Context: an optimization exercise on an open-source flow, tuned for small area, a short achievable clock period and few clock cycles per item. The choices shown serve that exercise and are no tape-out recipe.
In this exercise RTL edits were held to simulation tests only and were not proved equivalent to the original.

--- constraint.sdc ---
create_clock -name core_clock -period 10.0 [get_ports {i_clk}]
set_input_delay 2.0000 -clock core_clock [delete_from_list [all_inputs] [get_ports {i_clk}]]
set_output_delay 2.0000 -clock core_clock [all_outputs]
set_load 0.01 [all_outputs]
--- run.sh ---
#!/bin/bash
# synth_recipe.tcl (not shown) runs the flow's synth.tcl, then flattens the netlist and writes it again
# the make line also repeats each setting of config.mk as NAME=value (left out here)
make -C /OpenROAD-flow-scripts/flow DESIGN_CONFIG=/design/flow/config.mk WORK_HOME=/design/flow/orfs CLKGATE_MAP_FILE= SYNTH_SCRIPT=/design/flow/synth_recipe.tcl finish
--- config.mk ---
export PLATFORM = sky130hd
export DESIGN_NAME = mul_div_unit
export DESIGN_NICKNAME = mul_div_unit
export VERILOG_FILES = /design/flow/design.v
export SDC_FILE = /design/flow/constraint.sdc
export NUM_CORES = 4
export LEC_CHECK = 0
export CAP_MARGIN = 20
export CORE_MARGIN = 2
export CORE_UTILIZATION = 40
export SLEW_MARGIN = 20
--- design.v ---
module mul_div_unit #(
    parameter int DATA_WIDTH    = 64,
    parameter int WORD_WIDTH    = 32,
    parameter int CONTROL_WIDTH = 4
) (
    input  logic                     i_clk,
    input  logic                     i_arst_n,
    input  logic                     i_valid,
    output logic                     o_ready,
    input  logic [CONTROL_WIDTH-1:0] i_op,
    input  logic [DATA_WIDTH-1:0]    i_src_1,
    input  logic [DATA_WIDTH-1:0]    i_src_2,
    input  logic                     i_flush,
    output logic                     o_valid,
    input  logic                     i_ready,
    output logic [DATA_WIDTH-1:0]    o_result,
    output logic                     o_busy
);
    localparam logic [1:0] M_MUL = 2'd0, M_DIVP = 2'd1, M_DIV = 2'd2, M_PASS = 2'd3;
    function automatic [6:0] bitlen64(input logic [63:0] v);
        logic [63:0] val [0:6];
        logic [5:0]  pos [0:6][0:63];
        int          n;
        for (int i = 0; i < 64; i++) begin
            val[0][i]    = v[i];
            pos[0][i]    = 6'd0;
        end
        n = 64;
        for (int l = 1; l <= 6; l++) begin
            n = n / 2;
            for (int j = 0; j < 64; j++) begin
                if (j < n) begin
                    val[l][j] = val[l-1][2*j+1] | val[l-1][2*j];
                    pos[l][j] = val[l-1][2*j+1] ? (pos[l-1][2*j+1] | (6'd1 << (l-1)))
                                                : pos[l-1][2*j];
                end else begin
                    val[l][j] = 1'b0;
                    pos[l][j] = 6'd0;
                end
            end
        end
        bitlen64 = val[6][0] ? ({1'b0, pos[6][0]} + 7'd1) : 7'd0;
    endfunction
    function automatic [8:0] window(input logic [64:0] v, input logic [3:0] c);
        logic [72:0] e;
        e = {{7{v[64]}}, v, 1'b0};
        case (c)
            4'd0: window = e[8:0];
            4'd1: window = e[16:8];
            4'd2: window = e[24:16];
            4'd3: window = e[32:24];
            4'd4: window = e[40:32];
            4'd5: window = e[48:40];
            4'd6: window = e[56:48];
            4'd7: window = e[64:56];
            default: window = e[72:64];
        endcase
    endfunction
    function automatic [11:0] booth_dec(input logic [8:0] w);
        for (int t = 0; t < 4; t++) begin
            logic b0, b1, b2;
            b0 = w[2*t]; b1 = w[2*t+1]; b2 = w[2*t+2];
            booth_dec[3*t]   = b0 ^ b1;
            booth_dec[3*t+1] = (b2 & ~b1 & ~b0) | (~b2 & b1 & b0);
            booth_dec[3*t+2] = b2 & ~(b1 & b0);
        end
    endfunction
    function automatic [63:0] mul_init_lo(input logic [7:0] z);
        logic [63:0] s;
        s = 64'd0;
        for (int j = 2; j <= 9; j++)
            if (!z[j-2]) s = s | (64'd1 << (72 - 8*j));
        mul_init_lo = -s;
    endfunction
    function automatic [7:0] groups_ok(input logic [64:0] v);
        logic [63:0] f;
        f = v[63:0] ^ {64{v[64]}};
        for (int m = 1; m <= 8; m++)
            groups_ok[m-1] = ((f >> (8*m-1)) == 64'd0);
    endfunction
    function automatic [3:0] therm_to_count(input logic [7:0] z);
        therm_to_count = 4'd8;
        for (int m = 8; m >= 1; m--)
            if (z[m-1]) therm_to_count = 4'(m-1);
    endfunction
    logic d_mul, d_div, d_word, d_rem, d_high, d_s1, d_s2;
    always_comb begin
        d_mul = 1'b0; d_div = 1'b0; d_word = 1'b0; d_rem = 1'b0; d_high = 1'b0;
        d_s1 = 1'b0; d_s2 = 1'b0;
        case (i_op)
            4'd0:  begin d_mul = 1'b1; d_s1 = 1'b1; d_s2 = 1'b1; end
            4'd1:  begin d_mul = 1'b1; d_high = 1'b1; d_s1 = 1'b1; d_s2 = 1'b1; end
            4'd2:  begin d_mul = 1'b1; d_high = 1'b1; d_s1 = 1'b1; end
            4'd3:  begin d_mul = 1'b1; d_high = 1'b1; end
            4'd4:  begin d_div = 1'b1; d_s1 = 1'b1; d_s2 = 1'b1; end
            4'd5:  d_div = 1'b1;
            4'd6:  begin d_div = 1'b1; d_rem = 1'b1; d_s1 = 1'b1; d_s2 = 1'b1; end
            4'd7:  begin d_div = 1'b1; d_rem = 1'b1; end
            4'd8:  begin d_mul = 1'b1; d_word = 1'b1; d_s1 = 1'b1; d_s2 = 1'b1; end
            4'd9:  begin d_div = 1'b1; d_word = 1'b1; d_s1 = 1'b1; d_s2 = 1'b1; end
            4'd10: begin d_div = 1'b1; d_word = 1'b1; end
            4'd11: begin d_div = 1'b1; d_word = 1'b1; d_rem = 1'b1; d_s1 = 1'b1; d_s2 = 1'b1; end
            4'd12: begin d_div = 1'b1; d_word = 1'b1; d_rem = 1'b1; end
            default: ;
        endcase
    end
    logic [63:0] ea, eb;
    logic        sa, sb;
    always_comb begin
        ea = i_src_1;
        eb = i_src_2;
        if (d_word) begin
            ea = {{32{d_s1 & i_src_1[31]}}, i_src_1[31:0]};
            eb = {{32{d_s2 & i_src_2[31]}}, i_src_2[31:0]};
        end
        sa = d_s1 & ea[63];
        sb = d_s2 & eb[63];
    end
    logic [63:0] mag_a, mag_b, fa, fb, za, triv_val;
    logic [6:0]  la_up, lb_lo;
    logic        b_zero, lt0, lt1, d_triv;
    always_comb begin
        mag_a  = sa ? (~ea + 64'd1) : ea;
        mag_b  = sb ? (~eb + 64'd1) : eb;
        fa     = ea ^ {64{sa}};                           
        fb     = eb ^ {64{sb}};                           
        la_up  = bitlen64(fa) + {6'd0, sa};               
        lb_lo  = bitlen64(fb);                            
        for (int i = 0; i < 64; i++) za[i] = ((fa >> i) == 64'd0);
        lt0 = 1'b0;
        lt1 = 1'b0;
        for (int i = 0; i < 64; i++) begin
            lt0 = lt0 | (fb[i] & za[i]);
            if (i > 0) lt1 = lt1 | (fb[i] & za[i-1]);
        end
        b_zero = (eb == 64'd0);
        d_triv = !d_mul && (!d_div || b_zero || (sa ? lt1 : lt0));
        triv_val = d_rem ? ea : ((d_div && b_zero) ? '1 : '0);
    end
    logic [64:0] va, vb, mx, my;
    logic [7:0]  ga, gb;
    logic        swap;
    logic [3:0]  m_count;
    logic [8:0]  m_win;
    logic [63:0] m_init;
    logic        m_g1;
    always_comb begin
        va = {sa, ea};
        vb = {sb, eb};
        ga = groups_ok(va);
        gb = groups_ok(vb);
        swap = |(ga & ~gb);
        mx = swap ? vb : va;
        my = swap ? va : vb;
        m_count = swap ? therm_to_count(ga) : therm_to_count(gb);
        m_win   = swap ? window(va, therm_to_count(ga)) : window(vb, therm_to_count(gb));
        m_init  = swap ? mul_init_lo(ga) : mul_init_lo(gb);
        m_g1    = swap ? ga[0] : gb[0];
    end
    logic        busy;
    logic [1:0]  mode;
    logic [6:0]  count;
    logic [6:0]  lbr;
    logic        f_high, f_rem, f_neg, f_word, f_bz;
    logic [63:0] H, L;
    logic [66:0] X;
    logic [64:0] Y;
    logic [11:0] dsel;       
    logic [63:0] out_raw;
    logic        out_neg, out_word;
    logic [73:0] rows [0:3];
    logic [73:0] lw, kc, s0, c0, s1, c1, s2, c2, s3, c3;
    logic [73:0] msum;
    logic [54:0] up_inc;
    logic [63:0] mul_h, mul_l;
    always_comb begin
        lw = {1'b0, H[0], L, 8'd0};
        for (int t = 0; t < 4; t++) begin
            logic one, two, neg;
            logic [65:0] sel;
            one = dsel[3*t]; two = dsel[3*t+1]; neg = dsel[3*t+2];
            sel = one ? {X[64], X[64:0]} : (two ? {X[64:0], 1'b0} : 66'd0);
            sel = neg ? ~sel : sel;
            rows[t] = 74'({~sel[65], sel[64:0]}) << (2*t);
            lw[2*t] = neg;
        end
        kc = 74'd43 << 65;
        s0 = lw ^ rows[0] ^ kc;
        c0 = ((lw & rows[0]) | (lw & kc) | (rows[0] & kc)) << 1;
        s1 = rows[1] ^ rows[2] ^ rows[3];
        c1 = ((rows[1] & rows[2]) | (rows[1] & rows[3]) | (rows[2] & rows[3])) << 1;
        s2 = s0 ^ c0 ^ s1;
        c2 = ((s0 & c0) | (s0 & s1) | (c0 & s1)) << 1;
        s3 = s2 ^ c2 ^ c1;
        c3 = ((s2 & c2) | (s2 & c1) | (c2 & c1)) << 1;
        msum = s3 + c3;
        up_inc = H[55:1] + 55'd1;
        mul_h = {(msum[73] ? up_inc : H[55:1]), msum[72:64]};
        mul_l = msum[63:0];
    end
    logic [68:0] t1, t2a, t2b, ds, dc;
    logic [63:0] r2;
    logic        g1, g2a, g2b, q1, q2;
    always_comb begin
        t1  = {5'd0, H} - {2'b0, X};
        t2a = {5'd0, H} - {3'b0, X[66:1]};
        ds  = {5'd0, H} ^ ~{2'b0, X} ^ ~{3'b0, X[66:1]};
        dc  = (({5'd0, H} & ~{2'b0, X}) | ({5'd0, H} & ~{3'b0, X[66:1]}) |
               (~{2'b0, X} & ~{3'b0, X[66:1]})) << 1;
        t2b = ds + (dc | 69'd1) + 69'd1;
        g1  = ~t1[68];
        g2a = ~t2a[68];
        g2b = ~t2b[68];
        q1  = g1;
        q2  = g1 ? g2b : g2a;
        case ({q1, q2})
            2'b11:   r2 = t2b[63:0];
            2'b10:   r2 = t1[63:0];
            2'b01:   r2 = t2a[63:0];
            default: r2 = H;
        endcase
    end
    logic core_done, out_free, accept, out_load;
    assign core_done = busy && (mode == M_PASS || (mode != M_DIVP && count == 7'd0));
    logic [6:0] ds_est;
    assign ds_est = count - lbr;    
    assign out_free  = !o_valid || i_ready;
    assign o_ready   = !busy || (core_done && out_free);
    assign accept    = i_valid && o_ready && !i_flush;
    assign out_load  = out_free && (busy ? core_done : accept);
    logic [63:0] core_res;
    logic        core_neg;
    always_comb begin
        case (mode)
            M_MUL:   begin core_res = f_high ? mul_h : mul_l; core_neg = 1'b0; end
            M_PASS:  begin core_res = f_rem ? H : (f_bz ? '1 : '0); core_neg = f_rem & f_neg; end
            default: begin core_res = f_rem ? r2 : {L[61:0], q1, q2}; core_neg = f_neg; end
        endcase
    end
    always_ff @(posedge i_clk or negedge i_arst_n) begin
        if (!i_arst_n) begin
            busy    <= 1'b0;
            o_valid <= 1'b0;
        end else if (i_flush) begin
            busy    <= 1'b0;
            o_valid <= 1'b0;
        end else begin
            if (out_load)
                o_valid <= busy || d_triv;
            else if (i_ready)
                o_valid <= 1'b0;
            if (accept)
                busy <= busy || !d_triv || !out_free;
            else if (core_done && out_free)
                busy <= 1'b0;
        end
    end
    always_ff @(posedge i_clk) begin
        if (out_load) begin
            out_raw  <= busy ? core_res : triv_val;
            out_neg  <= busy && core_neg;
            out_word <= busy ? f_word : d_word;
        end
        if (accept) begin
            f_high <= d_high;
            f_rem  <= d_rem;
            f_neg  <= d_rem ? sa : (sa ^ sb);
            f_word <= d_word;
            f_bz   <= d_div && b_zero;
            lbr    <= lb_lo;
            Y      <= my;
            dsel   <= booth_dec(m_win);
            mode   <= d_triv ? M_PASS : (d_mul ? M_MUL : M_DIVP);
            if (d_mul) begin
                H     <= m_g1 ? 64'hFFFF_FFFF_FFFF_FFFF : 64'hFFFF_FFFF_FFFF_FFFE;
                L     <= m_init;
                X     <= {{2{mx[64]}}, mx};
                count <= {3'b000, m_count};
            end else begin
                H     <= mag_a;
                L     <= '0;
                X     <= {3'b000, mag_b};
                count <= la_up;
            end
        end else if (busy && !core_done) begin
            case (mode)
                M_MUL: begin
                    H     <= mul_h;
                    L     <= mul_l;
                    count <= count - 7'd1;
                    dsel  <= booth_dec(window(Y, count[3:0] - 4'd1));
                end
                M_DIVP: begin
                    mode  <= M_DIV;
                    X     <= X << (ds_est | 7'd1);
                    count <= {1'b0, ds_est[6:1]};
                end
                M_DIV: begin
                    H     <= r2;
                    L     <= {L[61:0], q1, q2};
                    X     <= X >> 2;
                    count <= count - 7'd1;
                end
                default: ;
            endcase
        end
    end
    logic [63:0] res_n;
    always_comb begin
        res_n    = out_neg ? (~out_raw + 64'd1) : out_raw;
        o_result = out_word ? {{32{res_n[31]}}, res_n[31:0]} : res_n;
    end
    assign o_busy = busy || o_valid;
endmodule
==> results of run 1 <==
through the flow:
step	worst slack [ns]	area [µm²]
finish	0.862	73600
global route	0.818	73600
CTS	1.33	73500
detailed placement	0.601	72000
global placement	0.562	71900
floorplan	1.99	67100
worst max-delay path by stage:
stage	start	end	slack, ns	cells past startpoint
after floorplan	i_ready	out_neg$_DFFE_PP_	1.99	9
after global placement	i_op[1]	dsel[7]$_DFFE_PP_	0.56	17
after detailed placement	i_op[1]	dsel[7]$_DFFE_PP_	0.60	17
after CTS	i_op[1]	dsel[7]$_DFFE_PP_	1.33	17
after global routing	dsel[1]$_DFFE_PP_	out_raw[61]$_DFFE_PP_	0.82	25
final	i_op[1]	dsel[7]$_DFFE_PP_	0.86	17
routing by layer:
metal | GRT usage (%) | up-vias
met1 | 57.6 | 38100
met2 | 69.1 | 6785
met4 | 41.4 | 18
met3 | 15.6 | 1735
met5 | 0 | -
li1 | - | 32500
final cells by class:
type / count / area (µm²) / area share (%)
Timing Repair Buffer: 527 / 4540 / 6.16
Clock buffer: 55 / 1250 / 1.70
Clock inverter: 34 / 330 / 0.449
Inverter: 534 / 2010 / 2.73
Sequential cell: 361 / 10800 / 14.7
Antenna cell: 19 / 47.5 / 0.0646
Tap cell: 2204 / 2760 / 3.75
Multi-Input combinational cell: 7300 / 51800 / 70.4
cell usage after synthesis (83+ instances only):
cell | n | area, µm²
mux2i_1 | 182 | 1820
inv_1 | 531 | 1990
a21o_1 | 246 | 1850
nand2_1 | 872 | 3270
fa_1 | 261 | 5230
a31oi_1 | 113 | 707
nand4_1 | 128 | 801
a221oi_1 | 83 | 727
a21oi_1 | 813 | 4070
nor3_1 | 176 | 881
xnor2_1 | 390 | 3420
edfxtp_1 | 359 | 10800
xor2_1 | 365 | 3200
a22oi_1 | 301 | 2260
nand3_1 | 225 | 1130
a211oi_1 | 145 | 1090
clkbuf_1 | 605 | 2270
ha_1 | 374 | 4680
o21ai_0 | 584 | 2920
nor2_1 | 641 | 2410
flip-flops by register name (all words and copies together), names as in the netlist:
name / count
f_bz: 1
f_word: 1
H: 64
out_raw: 64
X: 67
mode: 2
f_neg: 1
out_word: 1
Y: 65
L: 64
lbr: 7
dsel: 12
o_valid: 1
busy: 1
f_rem: 1
out_neg: 1
f_high: 1
count: 7
cells by family (layout without fill, tap and decap cells):
family	Yosys count	in the layout
compound gates	3092	3092
simple gates	2602	2602
buf+inv	1266	1150
xor+xnor	755	755
fa+ha+maj	635	635
flops	361	361
mux	216	216
other cells	0	19
==> results.tsv, run 1 <==
stage	metric	value	unit
logic_synthesis	Synth Area in Simple Gates	18.3	%
drt	WL met1	152	mm
place	placed insts	10900	
drt	vias per inst	7.16	
place	GP Congestion	1.18	
critical_path	Crit path max-delay family	simple AND/OR/NAND/NOR gates	
finish	most common cell after layout, fill and taps aside	nand2_1	
critical_path	reg2reg end	out_raw[61]$_DFFE_PP_	
critical_path	Max Fanout on Critical Path	24	
cts	Max Buffers Root-to-Sink	3	
status	status	timing/DRC/antenna clean	
timing	Final TNS setup	0	ns
timing	Final Max Slew Viols	0	
place	IO buf count	203	
finish	Non-Filler Instances	11000	
global_routing	initial antenna violation count	43	
logic_synthesis	Syn Inst Count	8927	
cts	cts bufs inserted	49	
critical_path	reg2reg setup slack	0.93	ns
finish	# fillers	17100	
floorplan	Die X	413	µm
critical_path	WP data arrival	9.58	ns
logic_synthesis	Ys Warns	1158	
logic_synthesis	Yosys reg bits	361	
critical_path	worst endpoint required time	10.44	ns
timing	clk_skew	0.0702	ns
drt	WL met3	56.7	mm
hold_path	min-delay src	f_neg$_DFFE_PP_	
critical_path	buffers and inverters on the worst path	4	
cts	CTS root buf	clkbuf_16	
cts	Worst-Skew Late Latency	0.73	ns
timing	Final Cycle Share	91.4	%
drt	Residual DRC	0	
hold_path	hold crit path type	reg2reg	
cts	CTS tree	done	
critical_path	CP dominant cell by count	buf_4	
logic_synthesis	Synth Cell Area	67100	µm²
floorplan	Die Ht	413	µm
drt	max layer used	met5	
logic_synthesis	async set or reset register ratio after synthesis	0.554	%
global_routing	first-pass GRT wire length	580	mm
finish	utilization after layout	44.1	%
drt	drt first pass iters	15	
hold_path	Worst Hold End	out_neg$_DFFE_PP_	
timing	RSZ-0062 raised after global routing	false	
timing	# setup viols final	0	
cts	hold buffer count at CTS	0	
cts	H-tree depth	2	
floorplan	Die ar.	171000	µm²
logic_synthesis	Post-synth EDFFs	359	
logic_synthesis	syn nets	9699	
drt	via count	79100	
timing	Worst Hold Margin	0.643	ns
timing	Max Clk Rate	0.109	GHz
critical_path	crit path launch type	primary input	
timing	Worst Max-Slew Pin Slew	1.28	ns
timing	Final min period	9.14	ns
floorplan	FP Rows	150	
drt	Final ANT Viol Nets	0	
hold_path	WHS Path Cells	1	
global_routing	Tot GR Track Use	48.1	%
critical_path	crit-path cells	clkdlybuf4s50_1 > nand2b_1 > and3_1 > buf_4 > o21ai_0 > or4_1 > a21oi_1 > nand4_1 > nor3_2 > buf_4 > nor3_2 > buf_4 > mux2i_1 > a211oi_1 > nand2b_1 > or3_1 > a31oi_1	
critical_path	Worst path max stage delay	0.94	ns
logic_synthesis	Netlist cell types	100	
finish	commonest non-fill, non-tap cells in the layout	867 x nand2_1, 810 x a21oi_1, 628 x nor2_1	
logic_synthesis	post-synthesis compound-gate area fraction	30.4	%
timing	Max-Slew Margin vs Limit	12.2	%
drt	Routed wire per std cell	38.7	µm
logic_synthesis	largest family of logic cells by synthesized area	compound AO/OA/AOI/OAI gates	
logic_synthesis	XOR/XNOR share of the synthesized area	9.86	%
logic_synthesis	mux contribution to synthesized area	3.30	%
critical_path	CP endpoint kind	flop	
critical_path	crit path kind	in2reg	
logic_synthesis	ys flop type	edfxtp_1	
logic_synthesis	Mean Syn Cell Area	7.51	µm²
flow_run	number of max-cap violations	0	
critical_path	reg2reg start	dsel[1]$_DFFE_PP_	
cts	setup bufs post-CTS	0	
floorplan	Top Ports	204	
global_routing	grt total ovfl	0	
drt	WL final	427	mm
finish	Layout area overhead	9.76	%
finish	layout cells sized above 1	6.67	%
drt	DR iter-0 viols	14200	
global_routing	largest net degree at the start of global routing	96	
logic_synthesis	post-synthesis adder-cell area fraction	14.8	%
cts	Worst-path clk slew	0.06	ns
place	Post-DP HPWL	337	mm
floorplan	Core ar.	167000	µm²
finish	fin nets	9545	
critical_path	Slowest-stage cell, CP	mux2i_1	
cts	post-cts resize count	0	
cts	clk sinks	361	
drt	met2 WL	172	mm
floorplan	initial core utilization	40.2	%
logic_synthesis	register area share after synthesis	16.2	%
critical_path	Worst R2R Path Depth	25	
timing	Fin. Hold Viols	0	
global_routing	vias in the first global route	72500	
Testbench counts, summed over its fixed seeds: cycles 15,444, items 3,200.
==> inputs of run 2 (changes only) <==
--- a/design.v
+++ b/design.v
@@ -17,5 +17,5 @@
     output logic                     o_busy
 );
-    localparam logic [1:0] M_MUL = 2'd0, M_DIVP = 2'd1, M_DIV = 2'd2, M_PASS = 2'd3;
+    localparam logic [1:0] M_MUL = 2'd0, M_DIV = 2'd2, M_PASS = 2'd3;
     function automatic [6:0] bitlen64(input logic [63:0] v);
         logic [63:0] val [0:6];
@@ -84,9 +84,12 @@
             if (z[m-1]) therm_to_count = 4'(m-1);
     endfunction
+    logic        in_full;
+    logic [3:0]  in_op;
+    logic [63:0] in_a, in_b;
     logic d_mul, d_div, d_word, d_rem, d_high, d_s1, d_s2;
     always_comb begin
         d_mul = 1'b0; d_div = 1'b0; d_word = 1'b0; d_rem = 1'b0; d_high = 1'b0;
         d_s1 = 1'b0; d_s2 = 1'b0;
-        case (i_op)
+        case (in_op)
             4'd0:  begin d_mul = 1'b1; d_s1 = 1'b1; d_s2 = 1'b1; end
             4'd1:  begin d_mul = 1'b1; d_high = 1'b1; d_s1 = 1'b1; d_s2 = 1'b1; end
@@ -108,9 +111,9 @@
     logic        sa, sb;
     always_comb begin
-        ea = i_src_1;
-        eb = i_src_2;
+        ea = in_a;
+        eb = in_b;
         if (d_word) begin
-            ea = {{32{d_s1 & i_src_1[31]}}, i_src_1[31:0]};
-            eb = {{32{d_s2 & i_src_2[31]}}, i_src_2[31:0]};
+            ea = {{32{d_s1 & in_a[31]}}, in_a[31:0]};
+            eb = {{32{d_s2 & in_b[31]}}, in_b[31:0]};
         end
         sa = d_s1 & ea[63];
@@ -118,5 +121,6 @@
     end
     logic [63:0] mag_a, mag_b, fa, fb, za, triv_val;
-    logic [6:0]  la_up, lb_lo;
+    logic [6:0]  la_up, lb_lo, s_est;
+    logic [66:0] d_al;
     logic        b_zero, lt0, lt1, d_triv;
     always_comb begin
@@ -127,4 +131,6 @@
         la_up  = bitlen64(fa) + {6'd0, sa};               
         lb_lo  = bitlen64(fb);                            
+        s_est  = la_up - lb_lo;                           
+        d_al   = {3'b000, mag_b} << (s_est | 7'd1);
         for (int i = 0; i < 64; i++) za[i] = ((fa >> i) == 64'd0);
         lt0 = 1'b0;
@@ -161,5 +167,4 @@
     logic [1:0]  mode;
     logic [6:0]  count;
-    logic [6:0]  lbr;
     logic        f_high, f_rem, f_neg, f_word, f_bz;
     logic [63:0] H, L;
@@ -221,12 +226,11 @@
         endcase
     end
-    logic core_done, out_free, accept, out_load;
-    assign core_done = busy && (mode == M_PASS || (mode != M_DIVP && count == 7'd0));
-    logic [6:0] ds_est;
-    assign ds_est = count - lbr;    
+    logic core_done, out_free, core_free, take, accept;
+    assign core_done = busy && (mode == M_PASS || count == 7'd0);
     assign out_free  = !o_valid || i_ready;
-    assign o_ready   = !busy || (core_done && out_free);
+    assign core_free = !busy || (core_done && out_free);
+    assign take      = in_full && core_free;
+    assign o_ready   = !in_full || core_free;
     assign accept    = i_valid && o_ready && !i_flush;
-    assign out_load  = out_free && (busy ? core_done : accept);
     logic [63:0] core_res;
     logic        core_neg;
@@ -240,27 +244,38 @@
     always_ff @(posedge i_clk or negedge i_arst_n) begin
         if (!i_arst_n) begin
+            in_full <= 1'b0;
             busy    <= 1'b0;
             o_valid <= 1'b0;
         end else if (i_flush) begin
+            in_full <= 1'b0;
             busy    <= 1'b0;
             o_valid <= 1'b0;
         end else begin
-            if (out_load)
-                o_valid <= busy || d_triv;
+            if (core_done && out_free)
+                o_valid <= 1'b1;
             else if (i_ready)
                 o_valid <= 1'b0;
-            if (accept)
-                busy <= busy || !d_triv || !out_free;
+            if (take)
+                busy <= 1'b1;
             else if (core_done && out_free)
                 busy <= 1'b0;
+            if (accept)
+                in_full <= 1'b1;
+            else if (take)
+                in_full <= 1'b0;
         end
     end
     always_ff @(posedge i_clk) begin
-        if (out_load) begin
-            out_raw  <= busy ? core_res : triv_val;
-            out_neg  <= busy && core_neg;
-            out_word <= busy ? f_word : d_word;
-        end
         if (accept) begin
+            in_op <= i_op;
+            in_a  <= i_src_1;
+            in_b  <= i_src_2;
+        end
+        if (core_done && out_free) begin
+            out_raw  <= core_res;
+            out_neg  <= core_neg;
+            out_word <= f_word;
+        end
+        if (take) begin
             f_high <= d_high;
             f_rem  <= d_rem;
@@ -268,8 +283,7 @@
             f_word <= d_word;
             f_bz   <= d_div && b_zero;
-            lbr    <= lb_lo;
             Y      <= my;
             dsel   <= booth_dec(m_win);
-            mode   <= d_triv ? M_PASS : (d_mul ? M_MUL : M_DIVP);
+            mode   <= d_triv ? M_PASS : (d_mul ? M_MUL : M_DIV);
             if (d_mul) begin
                 H     <= m_g1 ? 64'hFFFF_FFFF_FFFF_FFFF : 64'hFFFF_FFFF_FFFF_FFFE;
@@ -280,6 +294,6 @@
                 H     <= mag_a;
                 L     <= '0;
-                X     <= {3'b000, mag_b};
-                count <= la_up;
+                X     <= d_al;
+                count <= {1'b0, s_est[6:1]};
             end
         end else if (busy && !core_done) begin
@@ -291,9 +305,4 @@
                     dsel  <= booth_dec(window(Y, count[3:0] - 4'd1));
                 end
-                M_DIVP: begin
-                    mode  <= M_DIV;
-                    X     <= X << (ds_est | 7'd1);
-                    count <= {1'b0, ds_est[6:1]};
-                end
                 M_DIV: begin
                     H     <= r2;
@@ -311,4 +320,4 @@
         o_result = out_word ? {{32{res_n[31]}}, res_n[31:0]} : res_n;
     end
-    assign o_busy = busy || o_valid;
+    assign o_busy = in_full || busy || o_valid;
 endmodule
==> results.tsv, run 2 <==
stage	metric	value	unit	change
status	status	timing/DRC/antenna clean		
place	GP Congestion	1.11		-5.5%
logic_synthesis	Synth Cell Area	71100	µm²	+6.0%
logic_synthesis	largest area contributor in the synthesized netlist	edfxtp_1		
timing	Worst Max-Slew Pin Slew	1.27	ns	-0.00647 ns
cts	Max Buffers Root-to-Sink	3		unchanged
critical_path	Worst path max stage delay	0.92	ns	-0.02 ns
global_routing	M2 GR Usage	68.9	%	-0.17 points
logic_synthesis	Yosys reg bits	494		+37%
floorplan	Die ar.	181000	µm²	+5.9%
cts	CTS root buf	clkbuf_16		
critical_path	Crit path max-delay family	compound AO/OA/AOI/OAI gates		
drt	vias per inst	6.93		-3.3%
finish	max FFs per register	67		unchanged
floorplan	Top Ports	204		unchanged
cts	post-cts resize count	0		unchanged
cts	hold buffer count at CTS	0		unchanged
cts	cts bufs inserted	61		+24%
critical_path	Worst R2R Path Depth	25		unchanged
hold_path	WHS Path Cells	0		-1
timing	Final Cycle Share	95.3	%	+3.9 points
logic_synthesis	Ys Warns	1158		unchanged
logic_synthesis	Netlist cell types	107		+7.0%
timing	# setup viols final	0		unchanged
finish	layout cells sized above 1	6.52	%	-0.16 points
critical_path	buffers and inverters on the worst path	4		unchanged
logic_synthesis	fraction of post-synthesis cell area in the top cell type by area	20.4	%	+4.4 points
critical_path	Setup crit start	d_s1$_DFF_P_		
timing	Final min period	9.53	ns	+0.391 ns
global_routing	initial antenna violation count	42		-2.3%
global_routing	GRT met3 Usage	11.1	%	-4.5 points
critical_path	crit path kind	reg2reg		
drt	Residual DRC	0		unchanged
critical_path	Slowest-stage cell, CP	nor2_1		
place	IO buf count	203		unchanged
timing	RSZ-0062 raised after global routing	false		
logic_synthesis	ys flop type	edfxtp_1		
timing	Final Max Slew Viols	0		unchanged
drt	drt first pass iters	14		-1
cts	clk sinks	494		+37%
critical_path	crit path launch type	flop		
floorplan	Die X	426	µm	+2.9%
logic_synthesis	Mean Syn Cell Area	7.86	µm²	+4.7%
logic_synthesis	register area share after synthesis	20.7	%	+4.6 points
floorplan	Core ar.	176000	µm²	+5.7%
place	Post-DP HPWL	343	mm	+1.8%
finish	# fillers	17800		+4.4%
finish	utilization after layout	44.2	%	+0.094 points
drt	Routed wire per std cell	38.2	µm	-1.3%
logic_synthesis	Post-synth EDFFs	484		+35%
finish	Largest regs	X x67, Y x65		
cts	Worst-Skew Late Latency	0.76	ns	+0.03 ns
cts	CTS tree	done		
flow_run	number of max-cap violations	0		unchanged
cts	Worst-path clk slew	0.06	ns	about the same
global_routing	first-pass GRT wire length	587	mm	+1.2%
logic_synthesis	commonest cells in the synthesized netlist	850 x nand2_1, 826 x a21oi_1, 639 x nor2_1, 589 x clkbuf_1, 569 x inv_1		
finish	Layout area overhead	9.65	%	
finish	Largest Register	X		
critical_path	reg2reg start	d_s1$_DFF_P_		
global_routing	grt total ovfl	0		unchanged
floorplan	initial core utilization	40.3	%	+0.13 points
logic_synthesis	main area contributors after synthesis	edfxtp_1 20%, fa_1 7.4%, ha_1 6.6%		
logic_synthesis	top-count cell post-synth	nand2_1		
finish	fin nets	9638		+0.97%
drt	DR iter-0 viols	12100		-15%
timing	clk_skew	0.0575	ns	-0.0127 ns
hold_path	hold crit path type	reg2reg		
timing	Max Clk Rate	0.105	GHz	-4.1%
critical_path	CP endpoint kind	flop		
critical_path	CP endpoint	X[56]$_DFFE_PP_		
logic_synthesis	async set or reset register ratio after synthesis	0.607	%	+0.053 points
timing	Max-Slew Margin vs Limit	15.1	%	+2.9 points
global_routing	vias in the first global route	71900		-0.85%
finish	most common cell after layout, fill and taps aside	nand2_1		
critical_path	worst endpoint required time	10.42	ns	-0.02 ns
global_routing	GRT Max-Usage Layer	met2		
finish	commonest non-fill, non-tap cells in the layout	843 x nand2_1, 819 x a21oi_1, 628 x nor2_1		
critical_path	reg2reg setup slack	0.47	ns	-0.46 ns
global_routing	met1 usage	54.5	%	-3.0 points
global_routing	Tot GR Track Use	45.9	%	-2.1 points
logic_synthesis	syn nets	9817		+1.2%
critical_path	reg2reg end	X[56]$_DFFE_PP_		
global_routing	largest net degree at the start of global routing	86		-10%
cts	H-tree depth	2		unchanged
drt	Final ANT Viol Nets	0		unchanged
cts	setup bufs post-CTS	0		unchanged
floorplan	Die Ht	426	µm	+2.9%
critical_path	Critical Path Stages	25		+8
timing	Fin. Hold Viols	0		unchanged
critical_path	Max Fanout on Critical Path	31		+29%
drt	via count	78300		-1.0%
critical_path	WP data arrival	9.95	ns	+0.37 ns
drt	WL final	432	mm	+1.1%
logic_synthesis	Syn Inst Count	9042		+1.3%
floorplan	FP Rows	154		+2.7%
critical_path	CP dominant cell by count	ha_1		
timing	Final TNS setup	0	ns	unchanged
==> run 2: layout make-up <==
| cell class | count | area [µm²] | share of cell area, % |
|---|---|---|---|
| Tap cell | 2340 | 2930 | 3.76 |
| Clock inverter | 43 | 392 | 0.502 |
| Timing Repair Buffer | 493 | 4390 | 5.63 |
| Multi-Input combinational cell | 7239 | 51700 | 66.3 |
| Antenna cell | 38 | 95.1 | 0.122 |
| Sequential cell | 494 | 14800 | 18.9 |
| Inverter | 574 | 2160 | 2.78 |
| Clock buffer | 71 | 1560 | 2.01 |
==> run 2: kinds of logic (layout without fill, tap and decap cells) <==
group / Yosys count / after routing / synth area share [%]
AND/OR/NAND/NOR: 2520 / 2520 / 16.8
buffers and inverters: 1309 / 1181 / 7.09
adder cells (fa/ha/maj): 638 / 638 / 14.0
AO/OA/AOI/OAI: 3123 / 3123 / 29.0
other: 0 / 38 / 0
XOR/XNOR: 750 / 750 / 9.24
flip-flops: 494 / 494 / 20.7
multiplexers: 208 / 208 / 3.08
==> run 2: how the worst min path moves through the flow <==
| stage | from | endpoint | slack, ns |
|---|---|---|---|
| final | d_high$_SDFF_PP0_ | f_high$_DFFE_PP_ | 0.41 |
| after global routing | d_high$_SDFF_PP0_ | f_high$_DFFE_PP_ | 0.42 |
| after CTS | d_high$_SDFF_PP0_ | f_high$_DFFE_PP_ | 0.42 |
| after detailed placement | d_high$_SDFF_PP0_ | f_high$_DFFE_PP_ | 0.40 |
| after global placement | d_high$_SDFF_PP0_ | f_high$_DFFE_PP_ | 0.40 |
| after floorplan | d_high$_SDFF_PP0_ | f_high$_DFFE_PP_ | 0.39 |
==> run 2: routing by layer <==
metal	vias to the layer above	wire, µm
met2	5603	184000
met1	38100	157000
met4	18	47500
met3	1456	43700
met5	-	164
li1	33000	-
==> run 2: through the flow <==
stage,instance area (µm²),hold WS [ns],instances,setup WS (ns)
3_5_place_dp,75900,0.401,11100,0.943
2_1_floorplan,71100,0.386,9042,0.964
5_1_grt,77900,0.421,11300,0.416
4_1_cts,77800,0.416,11300,0.909
3_3_place_gp,75800,0.400,11100,0.954
6_report,77900,0.413,11300,0.471
Testbench counts of run 2, summed over its fixed seeds: cycles 14,364, items 3,200.
==> inputs of run 3 (changes only) <==
--- a/design.v
+++ b/design.v
@@ -73,7 +73,5 @@
         mul_init_lo = -s;
     endfunction
-    function automatic [7:0] groups_ok(input logic [64:0] v);
-        logic [63:0] f;
-        f = v[63:0] ^ {64{v[64]}};
+    function automatic [7:0] groups_ok(input logic [63:0] f);
         for (int m = 1; m <= 8; m++)
             groups_ok[m-1] = ((f >> (8*m-1)) == 64'd0);
@@ -84,66 +82,54 @@
             if (z[m-1]) therm_to_count = 4'(m-1);
     endfunction
-    logic        in_full;
-    logic [3:0]  in_op;
-    logic [63:0] in_a, in_b;
-    logic d_mul, d_div, d_word, d_rem, d_high, d_s1, d_s2;
-    always_comb begin
-        d_mul = 1'b0; d_div = 1'b0; d_word = 1'b0; d_rem = 1'b0; d_high = 1'b0;
-        d_s1 = 1'b0; d_s2 = 1'b0;
-        case (in_op)
-            4'd0:  begin d_mul = 1'b1; d_s1 = 1'b1; d_s2 = 1'b1; end
-            4'd1:  begin d_mul = 1'b1; d_high = 1'b1; d_s1 = 1'b1; d_s2 = 1'b1; end
-            4'd2:  begin d_mul = 1'b1; d_high = 1'b1; d_s1 = 1'b1; end
-            4'd3:  begin d_mul = 1'b1; d_high = 1'b1; end
-            4'd4:  begin d_div = 1'b1; d_s1 = 1'b1; d_s2 = 1'b1; end
-            4'd5:  d_div = 1'b1;
-            4'd6:  begin d_div = 1'b1; d_rem = 1'b1; d_s1 = 1'b1; d_s2 = 1'b1; end
-            4'd7:  begin d_div = 1'b1; d_rem = 1'b1; end
-            4'd8:  begin d_mul = 1'b1; d_word = 1'b1; d_s1 = 1'b1; d_s2 = 1'b1; end
-            4'd9:  begin d_div = 1'b1; d_word = 1'b1; d_s1 = 1'b1; d_s2 = 1'b1; end
-            4'd10: begin d_div = 1'b1; d_word = 1'b1; end
-            4'd11: begin d_div = 1'b1; d_word = 1'b1; d_rem = 1'b1; d_s1 = 1'b1; d_s2 = 1'b1; end
-            4'd12: begin d_div = 1'b1; d_word = 1'b1; d_rem = 1'b1; end
+    logic r_mul, r_div, r_word, r_rem, r_high, r_s1, r_s2;
+    always_comb begin
+        r_mul = 1'b0; r_div = 1'b0; r_word = 1'b0; r_rem = 1'b0; r_high = 1'b0;
+        r_s1 = 1'b0; r_s2 = 1'b0;
+        case (i_op)
+            4'd0:  begin r_mul = 1'b1; r_s1 = 1'b1; r_s2 = 1'b1; end
+            4'd1:  begin r_mul = 1'b1; r_high = 1'b1; r_s1 = 1'b1; r_s2 = 1'b1; end
+            4'd2:  begin r_mul = 1'b1; r_high = 1'b1; r_s1 = 1'b1; end
+            4'd3:  begin r_mul = 1'b1; r_high = 1'b1; end
+            4'd4:  begin r_div = 1'b1; r_s1 = 1'b1; r_s2 = 1'b1; end
+            4'd5:  r_div = 1'b1;
+            4'd6:  begin r_div = 1'b1; r_rem = 1'b1; r_s1 = 1'b1; r_s2 = 1'b1; end
+            4'd7:  begin r_div = 1'b1; r_rem = 1'b1; end
+            4'd8:  begin r_mul = 1'b1; r_word = 1'b1; r_s1 = 1'b1; r_s2 = 1'b1; end
+            4'd9:  begin r_div = 1'b1; r_word = 1'b1; r_s1 = 1'b1; r_s2 = 1'b1; end
+            4'd10: begin r_div = 1'b1; r_word = 1'b1; end
+            4'd11: begin r_div = 1'b1; r_word = 1'b1; r_rem = 1'b1; r_s1 = 1'b1; r_s2 = 1'b1; end
+            4'd12: begin r_div = 1'b1; r_word = 1'b1; r_rem = 1'b1; end
             default: ;
         endcase
     end
-    logic [63:0] ea, eb;
-    logic        sa, sb;
+    logic [63:0] r_ea, r_eb, r_fa, r_fb;
+    logic        r_sa, r_sb;
     always_comb begin
-        ea = in_a;
-        eb = in_b;
-        if (d_word) begin
-            ea = {{32{d_s1 & in_a[31]}}, in_a[31:0]};
-            eb = {{32{d_s2 & in_b[31]}}, in_b[31:0]};
-        end
-        sa = d_s1 & ea[63];
-        sb = d_s2 & eb[63];
+        r_ea = r_word ? {{32{r_s1 & i_src_1[31]}}, i_src_1[31:0]} : i_src_1;
+        r_eb = r_word ? {{32{r_s2 & i_src_2[31]}}, i_src_2[31:0]} : i_src_2;
+        r_sa = r_s1 & (r_word ? i_src_1[31] : i_src_1[63]);
+        r_sb = r_s2 & (r_word ? i_src_2[31] : i_src_2[63]);
+        r_fa = r_ea ^ {64{r_sa}};                         
+        r_fb = r_eb ^ {64{r_sb}};                         
     end
-    logic [63:0] mag_a, mag_b, fa, fb, za, triv_val;
-    logic [6:0]  la_up, lb_lo, s_est;
+    logic        in_full;
+    logic        d_mul, d_div, d_word, d_rem, d_high, sa, sb, b_zero;
+    logic [63:0] ea, eb;
+    logic [6:0]  bla, blb;      
+    logic [7:0]  ga, gb;        
+    logic [63:0] mag_a, mag_b, triv_val;
+    logic [6:0]  la_up, s_est;
     logic [66:0] d_al;
-    logic        b_zero, lt0, lt1, d_triv;
+    logic        d_triv;
     always_comb begin
         mag_a  = sa ? (~ea + 64'd1) : ea;
         mag_b  = sb ? (~eb + 64'd1) : eb;
-        fa     = ea ^ {64{sa}};                           
-        fb     = eb ^ {64{sb}};                           
-        la_up  = bitlen64(fa) + {6'd0, sa};               
-        lb_lo  = bitlen64(fb);                            
-        s_est  = la_up - lb_lo;                           
+        la_up  = bla + {6'd0, sa};                        
+        s_est  = la_up - blb;                             
         d_al   = {3'b000, mag_b} << (s_est | 7'd1);
-        for (int i = 0; i < 64; i++) za[i] = ((fa >> i) == 64'd0);
-        lt0 = 1'b0;
-        lt1 = 1'b0;
-        for (int i = 0; i < 64; i++) begin
-            lt0 = lt0 | (fb[i] & za[i]);
-            if (i > 0) lt1 = lt1 | (fb[i] & za[i-1]);
-        end
-        b_zero = (eb == 64'd0);
-        d_triv = !d_mul && (!d_div || b_zero || (sa ? lt1 : lt0));
+        d_triv = !d_mul && (!d_div || b_zero || (la_up < blb));
         triv_val = d_rem ? ea : ((d_div && b_zero) ? '1 : '0);
     end
     logic [64:0] va, vb, mx, my;
-    logic [7:0]  ga, gb;
     logic        swap;
     logic [3:0]  m_count;
@@ -154,6 +140,4 @@
         va = {sa, ea};
         vb = {sb, eb};
-        ga = groups_ok(va);
-        gb = groups_ok(vb);
         swap = |(ga & ~gb);
         mx = swap ? vb : va;
@@ -173,9 +157,10 @@
     logic [11:0] dsel;       
     logic [63:0] out_raw;
-    logic        out_neg, out_word;
+    logic        out_neg, out_word, out_pc;
+    logic        pc;
     logic [73:0] rows [0:3];
     logic [73:0] lw, kc, s0, c0, s1, c1, s2, c2, s3, c3;
     logic [73:0] msum;
-    logic [54:0] up_inc;
+    logic [54:0] up;
     logic [63:0] mul_h, mul_l;
     always_comb begin
@@ -200,6 +185,6 @@
         c3 = ((s2 & c2) | (s2 & c1) | (c2 & c1)) << 1;
         msum = s3 + c3;
-        up_inc = H[55:1] + 55'd1;
-        mul_h = {(msum[73] ? up_inc : H[55:1]), msum[72:64]};
+        up = H[55:1] + {46'd0, pc, 8'd0};       
+        mul_h = {up, msum[72:64]};
         mul_l = msum[63:0];
     end
@@ -268,7 +253,18 @@
     always_ff @(posedge i_clk) begin
         if (accept) begin
-            in_op <= i_op;
-            in_a  <= i_src_1;
-            in_b  <= i_src_2;
+            d_mul  <= r_mul;
+            d_div  <= r_div;
+            d_word <= r_word;
+            d_rem  <= r_rem;
+            d_high <= r_high;
+            sa     <= r_sa;
+            sb     <= r_sb;
+            ea     <= r_ea;
+            eb     <= r_eb;
+            b_zero <= (r_eb == 64'd0);
+            bla    <= bitlen64(r_fa);
+            blb    <= bitlen64(r_fb);
+            ga     <= groups_ok(r_fa);
+            gb     <= groups_ok(r_fb);
         end
         if (core_done && out_free) begin
@@ -276,4 +272,5 @@
             out_neg  <= core_neg;
             out_word <= f_word;
+            out_pc   <= (mode == M_MUL) && f_high && msum[73];
         end
         if (take) begin
@@ -291,4 +288,5 @@
                 X     <= {{2{mx[64]}}, mx};
                 count <= {3'b000, m_count};
+                pc    <= 1'b0;
             end else begin
                 H     <= mag_a;
@@ -302,4 +300,5 @@
                     H     <= mul_h;
                     L     <= mul_l;
+                    pc    <= msum[73];
                     count <= count - 7'd1;
                     dsel  <= booth_dec(window(Y, count[3:0] - 4'd1));
@@ -317,5 +316,10 @@
     logic [63:0] res_n;
     always_comb begin
-        res_n    = out_neg ? (~out_raw + 64'd1) : out_raw;
+        if (out_neg)
+            res_n = ~out_raw + 64'd1;
+        else if (out_pc)
+            res_n = {out_raw[63:9] + 55'd1, out_raw[8:0]};
+        else
+            res_n = out_raw;
         o_result = out_word ? {{32{res_n[31]}}, res_n[31:0]} : res_n;
     end
--- a/config.mk
+++ b/config.mk
@@ -9,3 +9,4 @@
 export CORE_MARGIN = 2
 export CORE_UTILIZATION = 40
+export SETUP_SLACK_MARGIN = 4
 export SLEW_MARGIN = 20
==> results.tsv, run 3 <==
stage	metric	value	unit	change
logic_synthesis	top-count cell post-synth	nand2_1		
drt	drt first pass iters	6		-8
drt	vias per inst	6.63		-4.3%
floorplan	Top Ports	204		unchanged
logic_synthesis	Syn Inst Count	8602		-4.9%
logic_synthesis	Post-synth EDFFs	520		+7.4%
finish	Non-Filler Instances	11000		-2.6%
timing	Final Cycle Share	67.0	%	-28 points
floorplan	Die X	421	µm	-1.2%
critical_path	reg2reg setup slack	3.66	ns	+3.19 ns
cts	hold buffer count at CTS	0		unchanged
global_routing	Tot GR Track Use	40.2	%	-5.7 points
critical_path	crit path launch type	flop		
critical_path	Worst path max stage delay	0.59	ns	-0.33 ns
floorplan	initial core utilization	40.4	%	+0.045 points
cts	Worst-Skew Late Latency	0.70	ns	-0.06 ns
critical_path	crit path kind	reg2out		
finish	layout cells sized above 1	12.6	%	+6.1 points
floorplan	FP Rows	152		-1.3%
timing	Final Max Slew Viols	0		unchanged
critical_path	Max Fanout on Critical Path	4		-87%
logic_synthesis	ys flop type	edfxtp_1		
floorplan	Die Ht	421	µm	-1.2%
place	GP Congestion	1.09		-2.0%
critical_path	WP data arrival	4.70	ns	-5.25 ns
cts	CTS root buf	clkbuf_16		
logic_synthesis	syn nets	9385		-4.4%
critical_path	Slowest-stage cell, CP	edfxtp_1		
cts	clk sinks	523		+5.9%
finish	# fillers	16900		-4.9%
timing	Fin. Hold Viols	0		unchanged
drt	via count	72900		-6.8%
drt	Residual DRC	0		unchanged
floorplan	Core ar.	172000	µm²	-2.5%
finish	Largest Register	X		
logic_synthesis	async set or reset register ratio after synthesis	0.574	%	-0.034 points
place	Post-DP HPWL	289	mm	-16%
drt	WL final	368	mm	-15%
logic_synthesis	Synth Cell Area	69400	µm²	-2.4%
global_routing	initial antenna violation count	25		-40%
cts	Worst-path clk slew	0.07	ns	about the same
cts	H-tree depth	3		+1
finish	most common cell after layout, fill and taps aside	nand2_1		
timing	Worst Max-Slew Pin Slew	1.29	ns	+0.0140 ns
finish	max FFs per register	67		unchanged
place	IO buf count	203		unchanged
drt	DR iter-0 viols	11100		-8.3%
logic_synthesis	register area share after synthesis	22.6	%	+1.9 points
timing	Max-Slew Margin vs Limit	14.1	%	-1.0 points
cts	Max Buffers Root-to-Sink	3		unchanged
logic_synthesis	Mean Syn Cell Area	8.07	µm²	+2.6%
global_routing	largest net degree at the start of global routing	155		+80%
timing	Max Clk Rate	0.149	GHz	+42%
floorplan	Die ar.	177000	µm²	-2.4%
finish	fin nets	9400		-2.5%
finish	commonest non-fill, non-tap cells in the layout	839 x nand2_1, 734 x a21oi_1, 541 x o21ai_0		
timing	Final TNS setup	0	ns	unchanged
drt	Final ANT Viol Nets	0		unchanged
critical_path	CP endpoint kind	output pin		
hold_path	hold crit path type	reg2reg		
logic_synthesis	commonest cells in the synthesized netlist	854 x nand2_1, 794 x a21oi_1, 605 x o21ai_0, 552 x clkbuf_1, 548 x inv_1		
critical_path	CP dominant cell by count	or3_4		
finish	Layout area overhead	16.1	%	
logic_synthesis	Netlist cell types	94		-12%
place	placed insts	10600		-4.6%
logic_synthesis	main area contributors after synthesis	edfxtp_1 23%, fa_1 7.5%, ha_1 6.9%		
cts	CTS tree	done		
global_routing	grt total ovfl	0		unchanged
timing	# setup viols final	0		unchanged
finish	Largest regs	X x67, Y x65		
drt	Routed wire per std cell	33.5	µm	-12%
status	status	timing/DRC/antenna clean		
cts	cts bufs inserted	67		+9.8%
logic_synthesis	Ys Warns	1158		unchanged
global_routing	first-pass GRT wire length	510	mm	-13%
timing	clk_skew	0.0394	ns	-0.0181 ns
global_routing	vias in the first global route	67600		-5.9%
critical_path	worst endpoint required time	8.00	ns	-2.42 ns
flow_run	number of max-cap violations	0		unchanged
timing	RSZ-0062 raised after global routing	true		
critical_path	crit-path cells	or4_4 > or3_4 > or4_4 > or3_4 > or3_4 > or2_4 > nor2_4 > nand4_1 > o31a_1 > a21oi_2 > xor2_2 > o21ai_1 > buf_2		
logic_synthesis	largest area contributor in the synthesized netlist	edfxtp_1		
logic_synthesis	fraction of post-synthesis cell area in the top cell type by area	22.5	%	+2.1 points
logic_synthesis	Yosys reg bits	523		+5.9%
timing	Final min period	6.70	ns	-2.82 ns
run 3: worst max-delay path, delay by kind of cell (launching register included):
family          cells  cell delay, ns
compound gates      3            0.50
simple gates        8            2.56
buf+inv             1            0.17
xor+xnor            1            0.18
flops               1            0.59
run 3: path summary, 6_finish.rpt:
check,from,endpoint,cells past startpoint
setup reg to reg,dsel[9]$_DFFE_PP_,L[48]$_DFFE_PP_,28
max in group asynchronous,i_arst_n,busy$_DFFE_PN0P_,1
hold reg to reg,d_word$_DFFE_PP_,f_word$_DFFE_PP_,0
min in group asynchronous,i_arst_n,o_valid$_DFFE_PN0P_,1
hold / removal,d_word$_DFFE_PP_,f_word$_DFFE_PP_,0
setup / recovery,out_raw[20]$_DFFE_PP_,o_result[60],13
run 3: through the flow:
stage          area [µm²]  worst slack [ns]  hold slack (ns)  util [%]
2_1_floorplan       69500              2.95            0.400         -
3_3_place_gp        73400              2.30            0.406      42.7
6_report            80600              3.30            0.430      46.9
3_5_place_dp        73400              2.39            0.412      42.7
4_1_cts             78400              3.30            0.428      45.6
5_1_grt             80600              3.19            0.438      46.9
run 3: layer usage:
layer	track usage (%)	vias to the layer above	part of all wire [%]	wire length (µm)
li1	-	31600	-	-
met1	50.4	35300	37	138000
met2	59.4	4921	42	154000
met3	10.3	1082	12	42600
met4	30.2	16	9.2	33800
met5	0	-	0.030	112
run 3: final cells by class:
class	instances	area (µm²)	area share [%]
inverter	550	2100	2.61
sequential	523	15700	19.5
multi-input combinational	6888	52100	64.6
clock inverter	45	578	0.717
antenna	14	35.0	0.0435
timing repair inverter	1	5.00	0.00621
tap	2310	2890	3.59
timing repair buffer	586	5500	6.82
clock buffer	77	1710	2.13
run 3: repair_timing:
item / CTS / global route
pin swaps: 79 / 156
resized for setup: 414 / 282
setup buffers: 133 / 85
setup endpoints to repair: 233 / 195
hold endpoints to repair: 0 / 0
gates cloned: 6 / 3
run 3: cell families after synthesis:
| family | share of synthesized area, % |
|---|---|
| AO/OA/AOI/OAI | 26.9 |
| XOR/XNOR | 9.57 |
| adder cells (fa/ha/maj) | 14.5 |
| buffers and inverters | 6.51 |
| flip-flops | 22.6 |
| multiplexers | 4.24 |
| AND/OR/NAND/NOR | 15.7 |
Testbench counts of run 3, summed over its fixed seeds: cycles 14,364, items 3,200.
==> inputs of run 4 (changes only) <==
--- a/design.v
+++ b/design.v
@@ -157,5 +157,5 @@
     logic [11:0] dsel;       
     logic [63:0] out_raw;
-    logic        out_neg, out_word, out_pc;
+    logic        out_v, out_neg, out_word, out_pc;
     logic        pc;
     logic [73:0] rows [0:3];
@@ -211,7 +211,9 @@
         endcase
     end
-    logic core_done, out_free, core_free, take, accept;
+    logic core_done, out_free, fin_free, move, core_free, take, accept;
     assign core_done = busy && (mode == M_PASS || count == 7'd0);
-    assign out_free  = !o_valid || i_ready;
+    assign fin_free  = !o_valid || i_ready;             
+    assign move      = out_v && fin_free;               
+    assign out_free  = !out_v || fin_free;              
     assign core_free = !busy || (core_done && out_free);
     assign take      = in_full && core_free;
@@ -231,11 +233,17 @@
             in_full <= 1'b0;
             busy    <= 1'b0;
+            out_v   <= 1'b0;
             o_valid <= 1'b0;
         end else if (i_flush) begin
             in_full <= 1'b0;
             busy    <= 1'b0;
+            out_v   <= 1'b0;
             o_valid <= 1'b0;
         end else begin
             if (core_done && out_free)
+                out_v <= 1'b1;
+            else if (fin_free)
+                out_v <= 1'b0;
+            if (move)
                 o_valid <= 1'b1;
             else if (i_ready)
@@ -268,4 +276,6 @@
             gb     <= groups_ok(r_fb);
         end
+        if (move)
+            o_result <= res_w;
         if (core_done && out_free) begin
             out_raw  <= core_res;
@@ -314,5 +324,5 @@
         end
     end
-    logic [63:0] res_n;
+    logic [63:0] res_n, res_w;
     always_comb begin
         if (out_neg)
@@ -322,6 +332,6 @@
         else
             res_n = out_raw;
-        o_result = out_word ? {{32{res_n[31]}}, res_n[31:0]} : res_n;
+        res_w = out_word ? {{32{res_n[31]}}, res_n[31:0]} : res_n;
     end
-    assign o_busy = in_full || busy || o_valid;
+    assign o_busy = in_full || busy || out_v || o_valid;
 endmodule
--- a/config.mk
+++ b/config.mk
@@ -9,4 +9,4 @@
 export CORE_MARGIN = 2
 export CORE_UTILIZATION = 40
-export SETUP_SLACK_MARGIN = 4
+export SETUP_SLACK_MARGIN = 4.5
 export SLEW_MARGIN = 20
==> results.tsv, run 4 <==
stage	metric	value	unit	change
timing	Max-Slew Margin vs Limit	12.6	%	-1.5 points
timing	Final min period	6.32	ns	-0.380 ns
logic_synthesis	commonest cells in the synthesized netlist	780 x nand2_1, 732 x a21oi_1, 616 x o21ai_0, 584 x edfxtp_1, 581 x nor2_1		
global_routing	initial antenna violation count	22		-12%
logic_synthesis	largest area contributor in the synthesized netlist	edfxtp_1		
timing	Worst Max-Slew Pin Slew	1.31	ns	+0.0212 ns
timing	Final TNS setup	0	ns	unchanged
global_routing	vias in the first global route	71000		+4.9%
logic_synthesis	XOR/XNOR share of the synthesized area	9.26	%	-0.30 points
logic_synthesis	syn nets	9462		+0.82%
finish	Largest Register	X		
timing	Worst Hold Margin	0.420	ns	-0.0105 ns
timing	clk_skew	0.0568	ns	+0.0174 ns
global_routing	Tot GR Track Use	41.9	%	+1.6 points
logic_synthesis	fraction of post-synthesis cell area in the top cell type by area	24.4	%	+1.9 points
floorplan	Die ar.	183000	µm²	+3.4%
critical_path	Worst R2R Path Depth	22		-21%
logic_synthesis	mux contribution to synthesized area	4.38	%	+0.13 points
floorplan	Die Ht	428	µm	+1.7%
timing	Final Cycle Share	63.2	%	-3.8 points
finish	commonest non-fill, non-tap cells in the layout	757 x nand2_1, 670 x a21oi_1, 584 x edfxtp_1		
logic_synthesis	Synth Cell Area	71800	µm²	+3.4%
global_routing	first-pass GRT wire length	545	mm	+6.8%
critical_path	Setup crit start	dsel[3]$_DFFE_PP_		
critical_path	Max Fanout on Critical Path	18		+14
critical_path	crit path kind	reg2reg		
logic_synthesis	post-synthesis compound-gate area fraction	26.2	%	-0.72 points
finish	Layout area overhead	20.3	%	
status	status	timing/DRC/antenna clean		
cts	CTS tree	done		
critical_path	crit path launch type	flop		
logic_synthesis	post-synthesis adder-cell area fraction	14.0	%	-0.48 points
logic_synthesis	ys flop type	edfxtp_1		
critical_path	CP endpoint	out_raw[2]$_DFFE_PP_		
timing	Final Max Slew Viols	0		unchanged
global_routing	met1 usage	49.9	%	-0.55 points
timing	Max Clk Rate	0.158	GHz	+6.0%
cts	H-tree depth	3		unchanged
cts	Worst-path clk slew	0.06	ns	about the same
floorplan	Top Ports	204		unchanged
place	GP Congestion	1.12		+3.0%
critical_path	reg2reg setup slack	3.68	ns	+0.02 ns
critical_path	reg2reg start	dsel[3]$_DFFE_PP_		
timing	# setup viols final	0		unchanged
floorplan	initial core utilization	40.2	%	-0.14 points
cts	hold buffer count at CTS	0		unchanged
logic_synthesis	top-count cell post-synth	nand2_1		
critical_path	WP data arrival	6.81	ns	+2.11 ns
global_routing	M2 GR Usage	61.2	%	+1.8 points
logic_synthesis	largest family of logic cells by synthesized area	compound AO/OA/AOI/OAI gates		
finish	Largest regs	X x67, Y x65		
logic_synthesis	Synth Area in Simple Gates	15.3	%	-0.39 points
timing	Fin. Hold Viols	0		unchanged
critical_path	reg2reg end	out_raw[2]$_DFFE_PP_		
drt	DR iter-0 viols	11000		-0.93%
finish	utilization after layout	48.4	%	+1.5 points
floorplan	Core ar.	178000	µm²	+3.8%
logic_synthesis	main area contributors after synthesis	edfxtp_1 24%, fa_1 7.3%, ha_1 6.7%		
logic_synthesis	async set or reset register ratio after synthesis	0.680	%	+0.11 points
floorplan	Die X	428	µm	+1.7%
drt	drt first pass iters	9		+3
logic_synthesis	register area share after synthesis	24.6	%	+2.0 points
drt	vias per inst	6.77		+2.1%
cts	CTS root buf	clkbuf_16		
floorplan	FP Rows	155		+2.0%
finish	layout cells sized above 1	15.9	%	+3.3 points
logic_synthesis	Yosys reg bits	588		+12%
timing	RSZ-0062 raised after global routing	true		
global_routing	GRT Max-Usage Layer	met2		
drt	Routed wire per std cell	35.1	µm	+4.9%
finish	max FFs per register	67		unchanged
drt	Residual DRC	0		unchanged
place	IO buf count	203		unchanged
hold_path	hold crit path type	reg2reg		
finish	most common cell after layout, fill and taps aside	nand2_1		
logic_synthesis	Netlist cell types	94		unchanged
global_routing	GRT met3 Usage	12.4	%	+2.1 points
logic_synthesis	Post-synth EDFFs	584		+12%
logic_synthesis	Syn Inst Count	8679		+0.90%
logic_synthesis	Ys Warns	1158		unchanged
drt	WL final	397	mm	+7.9%
cts	cts bufs inserted	73		+9.0%
hold_path	WHS Path Cells	0		unchanged
cts	Worst-Skew Late Latency	0.74	ns	+0.04 ns
flow_run	number of max-cap violations	0		unchanged
drt	Final ANT Viol Nets	0		unchanged
finish	fin nets	9672		+2.9%
place	Post-DP HPWL	299	mm	+3.4%
logic_synthesis	Mean Syn Cell Area	8.27	µm²	+2.5%
cts	clk sinks	588		+12%
critical_path	worst endpoint required time	10.48	ns	+2.48 ns
critical_path	CP endpoint kind	flop		
global_routing	grt total ovfl	0		unchanged
global_routing	largest net degree at the start of global routing	158		+1.9%
drt	via count	76600		+5.1%
cts	Max Buffers Root-to-Sink	3		unchanged
## run 4: repair_timing
action,CTS,global route
setup endpoints to repair,249,202
gates resized for setup,585,302
cloned,17,4
pin swaps,182,173
buffers inserted,308,84
## run 4: critical path: stages (launching register included)
cell	delay [ns]
edfxtp_1	0.39
buf_6	0.16
buf_12	0.16
a22oi_2	0.57
xor2_1	0.19
fa_1	0.58
inv_1	0.06
fa_1	0.54
fa_1	0.46
ha_4	0.29
a21oi_1	0.28
o21ai_4	0.10
a211oi_2	0.17
buf_4	0.16
buf_6	0.10
a21oi_4	0.06
o31a_1	0.41
o211a_4	0.31
nor2_4	0.13
o21ai_4	0.10
xnor2_4	0.21
or2_4	0.29
a221oi_4	0.36
## run 4: how the worst min path moves through the flow
stage                              start                to  slack, ns
detailed placement  d_high$_SDFFCE_PP0P_  f_high$_DFFE_PP_       0.41
global placement    d_high$_SDFFCE_PP0P_  f_high$_DFFE_PP_       0.41
finish              d_high$_SDFFCE_PP0P_  f_high$_DFFE_PP_       0.42
floorplan           d_high$_SDFFCE_PP0P_  f_high$_DFFE_PP_       0.40
CTS                 d_high$_SDFFCE_PP0P_  f_high$_DFFE_PP_       0.42
global route        d_high$_SDFFCE_PP0P_  f_high$_DFFE_PP_       0.44
## run 4: per-stage QoR
step / area [µm²] / std cells / setup WS, ns
2_1_floorplan: 71900 / 8679 / 2.82
3_3_place_gp: 75800 / 10800 / 2.27
3_5_place_dp: 75900 / 10800 / 2.27
4_1_cts: 84100 / 11200 / 4.05
5_1_grt: 86300 / 11300 / 3.61
6_report: 86400 / 11300 / 3.68
## run 4: routing by layer
metal / vias up / part of all wire [%]
met5: - / 0.065
met3: 1555 / 12
met4: 16 / 11
met1: 37100 / 36
met2: 5465 / 41
li1: 32400 / -
## run 4: cell type report
type	count	area (µm²)
well taps	2355	2950
repair inverters	1	5.00
diodes	15	37.5
flip-flops and latches	588	17600
multi-input cells	6906	53700
inverters	551	2190
fillers	17100	92100
repair buffers	768	7510
clock buffers	85	1870
clock inverters	44	504
## run 4: cells by family (layout without fill, tap and decap cells)
logic type / count (synthesis) / count (layout)
adder cells (fa/ha/maj): 646 / 646
AO/OA/AOI/OAI: 2876 / 2878
other: 0 / 15
XOR/XNOR: 759 / 759
flip-flops: 588 / 588
AND/OR/NAND/NOR: 2325 / 2332
buffers and inverters: 1194 / 1449
multiplexers: 291 / 291
Testbench counts of run 4, summed over its fixed seeds: cycles 14,372, items 3,200.

separate check: timing with driven ports:
The flow's constraints put no driver on any port. The routed layouts listed below were extracted and timed again, unchanged, in two steps.
Step 1 sets driving cells, clkbuf_16 on the clock port and buf_2 on the other inputs (assumed; they add their load-dependent delay and slew).
Step 2 also shifts input and output timing later by t, the mid clock arrival at the registers, as if the neighbouring blocks saw the same clock.
Slacks: no drivers / after step 1 / after step 2; pairs: no drivers / after step 1.
run	t (ns)	setup slack, ns	worst register clock-pin slew, ns	worst data-port slew with drivers (ns)
run 1	0.794	0.862 / 0.926 / 0.141	0.09 / 0.09	0.13
run 2	0.827	0.471 / 0.471 / 0.471	0.07 / 0.07	0.26
run 3	0.768	3.296 / 3.209 / 3.602	0.07 / 0.07	0.09
run 4	0.799	3.676 / 3.676 / 3.676	0.09 / 0.09	0.08
After both steps every run listed still meets setup and hold. For run 1, which loses most, drivers alone change the setup slack by +0.064 ns; drivers and shift together by -0.721 ns.
